This design comes from an exercise in tuning for small area, a short achievable clock period and few clock cycles per item on the open sky130 flow, not from production work.
Where RTL was checked, it was by simulation tests only, not by an equivalence proof against the original.
Power is estimated from default activity; no workload was simulated.

==> module rtc_seconds_to_calendar, before the edit <==
module rtc_seconds_to_calendar (
  input  logic          clk,
  input  logic          rst,
  input  logic          cmd_valid,
  output logic          cmd_stall,
  input  logic [72:0]   cmd,
  output logic          res_valid,
  input  logic          res_stall,
  output logic [56:0]   res
);
  logic        p0_valid, p1_valid, p2_valid;
  logic        p0_op, p1_op, p2_op;
  logic [31:0] p0_d;
  logic [38:0] p1_d;
  logic [21:0] p2_d;
  logic [39:0] set_d;
  logic        hold;
  logic        set_busy;
  assign hold      = res_valid && res_stall;
  assign set_busy  = (p0_valid && p0_op == rsc_pkg::OP_SET) || (p1_valid && p1_op == rsc_pkg::OP_SET);
  assign cmd_stall = hold || (cmd[72] == rsc_pkg::OP_SET && set_busy);
  always_ff @(posedge clk) begin
    if (rst) begin
      p0_valid  <= 1'b0;
      p1_valid  <= 1'b0;
      p2_valid  <= 1'b0;
      res_valid <= 1'b0;
    end else if (!hold) begin
      p0_valid  <= cmd_valid && !cmd_stall;
      p1_valid  <= p0_valid;
      p2_valid  <= p1_valid;
      res_valid <= p2_valid;
    end
  end
  always_ff @(posedge clk) begin
    if (!hold) begin
      p0_op <= cmd[72];
      p0_d  <= cmd[71:40];
    end
    if (cmd_valid && !cmd_stall && cmd[72] == rsc_pkg::OP_SET) begin
      set_d <= cmd[39:0];
    end
  end
  logic [11:0] ys, yc;
  logic [3:0]  na, nb;
  rsc_split u_split (
    .x  (p0_d[31:4]),
    .ys (ys),
    .yc (yc)
  );
  rsc_mod15 u_mod15 (
    .v  (p0_d[31:0]),
    .na (na),
    .nb (nb)
  );
  always_ff @(posedge clk) begin
    if (!hold) begin
      p1_op <= p0_op;
      p1_d  <= {nb, na, yc, ys, p0_d[6:0]};
    end
  end
  logic [11:0] y;
  logic [2:0]  d;
  logic [3:0]  n;
  logic [4:0]  kb;
  logic        hour0;
  logic        hour23;
  logic [5:0]  pm;
  assign y = p1_d[18:7] + p1_d[30:19];
  assign d = p1_d[6:4] - y[2:0];
  rsc_mod15_fin u_fin (
    .na (p1_d[34:31]),
    .nb (p1_d[38:35]),
    .n  (n)
  );
  rsc_tabs u_tabs (
    .y      (y),
    .d      (d),
    .kb     (kb),
    .hour0  (hour0),
    .hour23 (hour23)
  );
  assign pm = {n[1:0], n} - {p1_d[3:2], 2'b00, p1_d[3:2]} - {y[3:0], 2'b00};
  always_ff @(posedge clk) begin
    if (!hold) begin
      p2_op <= p1_op;
      p2_d  <= {hour23, hour0, kb, d, pm, n, p1_d[1:0]};
    end
  end
  logic [4:0]  c_kb;
  logic [2:0]  c_d;
  logic [4:0]  c_hour;
  logic [5:0]  c_minute;
  logic [5:0]  c_second;
  logic        c_hour0;
  logic        c_hour23;
  assign c_second = p2_d[5:0];
  assign c_d      = p2_d[14:12];
  assign c_kb     = p2_d[19:15];
  assign c_hour0  = p2_d[20];
  assign c_hour23 = p2_d[21];
  assign c_minute = {p2_d[11:8] + c_kb[3:0], p2_d[7:6]};
  rsc_hour u_hour (
    .kb   (c_kb),
    .d    (c_d),
    .hour (c_hour)
  );
  logic [13:0] year;
  logic [3:0]  month;
  logic [4:0]  day;
  logic        last23;
  logic        last_day;
  logic        is_set;
  logic        take;
  logic        live;
  logic        advance;
  logic [16:0] set_load;
  logic [4:0]  r_hour;
  logic [5:0]  r_minute;
  logic [5:0]  r_second;
  logic [16:0] r_load;
  assign is_set   = (p2_op == rsc_pkg::OP_SET);
  assign take     = p2_valid && !hold;
  assign live     = (year != 14'd0);
  assign advance  = live && last23 && last_day && c_hour0;
  always_comb begin
    case (month)
      4'd2:                    last_day = (day[4:2] == 3'b111) && (day[1:0] != 2'd0 || !leap);
      4'd4, 4'd6, 4'd9, 4'd11: last_day = (day[4:1] == 4'b1111);
      default:                 last_day = (day == 5'd31);
    endcase
  end
  assign set_load = (17'(set_d[16:12]) << 12) - (17'(set_d[16:12]) << 9) + (17'(set_d[16:12]) << 4)
                  + (17'(set_d[11:6]) << 6) - (17'(set_d[11:6]) << 2) + 17'(set_d[5:0]);
  logic [6:0]  r25_src;
  logic [6:0]  r25;
  logic        year_new;
  logic        leap;
  logic        set_leap;
  logic        cur_leap;
  logic [6:0]  r25_set;
  logic [6:0]  r25_cur;
  rsc_date u_r25_set (
    .w   (set_d[39:28]),
    .r25 (r25_set)
  );
  rsc_date u_r25_cur (
    .w   (year[13:2]),
    .r25 (r25_cur)
  );
  assign r25_src = (p1_valid && p1_op == rsc_pkg::OP_SET) ? r25_set : r25_cur;
  rsc_last_day u_set_leap (
    .year_lo  (set_d[29:26]),
    .r25      (r25),
    .month    (set_d[25:22]),
    .day      (set_d[21:17]),
    .leap     (set_leap),
    .last_day ()
  );
  rsc_last_day u_cur_leap (
    .year_lo  (year[3:0]),
    .r25      (r25),
    .month    (month),
    .day      (day),
    .leap     (cur_leap),
    .last_day ()
  );
  always_ff @(posedge clk) begin
    if (!hold) begin
      r25 <= r25_src;
      if (p2_valid && is_set) leap <= set_leap;
      else if (!year_new) leap <= cur_leap;
    end
  end
  always_ff @(posedge clk) begin
    if (!hold) year_new <= take && (is_set || advance);
  end
  always_ff @(posedge clk) begin
    if (rst) begin
      year   <= '0;
      month  <= '0;
      day    <= '0;
      last23 <= 1'b0;
    end else if (take) begin
      if (is_set) begin
        year  <= set_d[39:26];
        month <= set_d[25:22];
        day   <= set_d[21:17];
      end else begin
        if (advance) begin
          day <= 5'd1;
          if (month[3] && month[2]) begin
            month <= 4'd1;
            year  <= year + 14'd1;
          end else begin
            month <= month + 4'd1;
          end
        end else if (live && last23 && c_hour0) begin
          day <= day + 5'd1;
        end
        if (live) last23 <= c_hour23;
      end
    end
  end
  always_ff @(posedge clk) begin
    if (!hold) begin
      if (is_set) begin
        r_hour   <= set_d[16:12];
        r_minute <= set_d[11:6];
        r_second <= set_d[5:0];
        r_load   <= set_load;
      end else begin
        r_hour   <= c_hour;
        r_minute <= c_minute;
        r_second <= c_second;
        r_load   <= '0;
      end
    end
  end
  assign res = {year, month, day, r_hour, r_minute, r_second, r_load};
endmodule
Settings: LEC_CHECK=0, ABC_CLOCK_PERIOD_IN_PS=3000, CAP_MARGIN=20, CORE_MARGIN=2, CORE_UTILIZATION=40, PLACE_DENSITY=0.6, SETUP_SLACK_MARGIN=4.0, SLEW_MARGIN=20; clock period 7.5 ns.
standard.sh (not shown) runs the stock make flow with config.mk's settings and CLKGATE_MAP_FILE= SYNTH_SCRIPT=/design/flow/synth_recipe.tcl, a recipe that flattens the netlist after the stock synthesis.
==> flow/flow/run.sh <==
#!/bin/bash
# The standard layout (standard.sh), with the input and output port buffers made from
# sky130_fd_sc_hd__buf_1 instead of the cell buffer_ports picks by default.
set -euo pipefail
export BUFFER_PORTS_ARGS="-buffer_cell sky130_fd_sc_hd__buf_1"
bash standard.sh > standard.log 2>&1
Edit:
--- a/flow/design.v
+++ b/flow/design.v
@@ -370,11 +370,11 @@
   logic [39:0] set_d;
   logic        hold;
   logic        set_busy;
   assign hold      = res_valid && res_stall;
   assign set_busy  = (p0_valid && p0_op == rsc_pkg::OP_SET) || (p1_valid && p1_op == rsc_pkg::OP_SET);
-  assign cmd_stall = hold || (cmd[72] == rsc_pkg::OP_SET && set_busy);
+  assign cmd_stall = res_stall || (cmd[72] == rsc_pkg::OP_SET && set_busy);
   always_ff @(posedge clk) begin
     if (rst) begin
       p0_valid  <= 1'b0;
       p1_valid  <= 1'b0;
       p2_valid  <= 1'b0;
@@ -417,11 +417,10 @@
   logic [2:0]  d;
   logic [3:0]  n;
   logic [4:0]  kb;
   logic        hour0;
   logic        hour23;
-  logic [5:0]  pm;
   assign y = p1_d[18:7] + p1_d[30:19];
   assign d = p1_d[6:4] - y[2:0];
   rsc_mod15_fin u_fin (
     .na (p1_d[34:31]),
     .nb (p1_d[38:35]),
@@ -432,30 +431,37 @@
     .d      (d),
     .kb     (kb),
     .hour0  (hour0),
     .hour23 (hour23)
   );
-  assign pm = {n[1:0], n} - {p1_d[3:2], 2'b00, p1_d[3:2]} - {y[3:0], 2'b00};
   always_ff @(posedge clk) begin
     if (!hold) begin
       p2_op <= p1_op;
-      p2_d  <= {hour23, hour0, kb, d, pm, n, p1_d[1:0]};
+      p2_d  <= {hour23, hour0, kb, d, y[3:0], n, p1_d[3:0]};
     end
   end
   logic [4:0]  c_kb;
   logic [2:0]  c_d;
   logic [4:0]  c_hour;
   logic [5:0]  c_minute;
   logic [5:0]  c_second;
   logic        c_hour0;
   logic        c_hour23;
-  assign c_second = p2_d[5:0];
+  logic [3:0]  c_n;
+  logic [1:0]  c_v32;
+  logic [3:0]  c_y;
+  logic [5:0]  c_m17;
+  assign c_v32    = p2_d[3:2];
+  assign c_n      = p2_d[7:4];
+  assign c_y      = p2_d[11:8];
   assign c_d      = p2_d[14:12];
   assign c_kb     = p2_d[19:15];
   assign c_hour0  = p2_d[20];
   assign c_hour23 = p2_d[21];
-  assign c_minute = {p2_d[11:8] + c_kb[3:0], p2_d[7:6]};
+  assign c_second = {c_n, p2_d[1:0]};
+  assign c_m17    = {c_n[1:0], c_n} - {c_v32, 2'b00, c_v32};
+  assign c_minute = {c_m17[5:2] + c_kb[3:0] - c_y, c_m17[1:0]};
   rsc_hour u_hour (
     .kb   (c_kb),
     .d    (c_d),
     .hour (c_hour)
   );
What happened:
- The new run completed without violations
- clock power stays flat
- routed wire length came out lower by about 1.4%
- design area drops by 0.84%
- final cell count is unchanged
- worst setup slack is better by 0.042 ns
- sequential power shrinks by about 5%
- synthesized cell count came out higher by about 0.4%
Testbench counts after the change, summed over its fixed seeds: cycles 32,174, items 32,000.
For the first run of this note, only the layout was checked, not whether the RTL still works.

[static timing again, ports no longer ideal]
Ports are ideal in the flow. The routed layouts listed here were re-timed in OpenROAD.
Step 1, drivers: a clkbuf_16 drives clk and a buf_2 each remaining input, both assumed.
Step 2 times the ports against the registers' clock, not the clock port: input delays grow and output delays shrink by t, the midpoint of the rising clock arrivals with the driver on.
a / b / c = ideal ports / drivers / drivers and shift; a / b = the first two.
run | t, ns | slack for setup (ns) | worst register clock-pin slew, ns
the first run | 0.583 | 3.975 / 3.954 / 3.808 | 0.06 / 0.06
the second run | 0.583 | 4.017 / 3.988 / 3.798 | 0.06 / 0.06
After both steps every run listed still meets setup and hold. The setup slack of the second run, which loses most, moves by -0.029 ns with the drivers and by -0.219 ns with both steps.
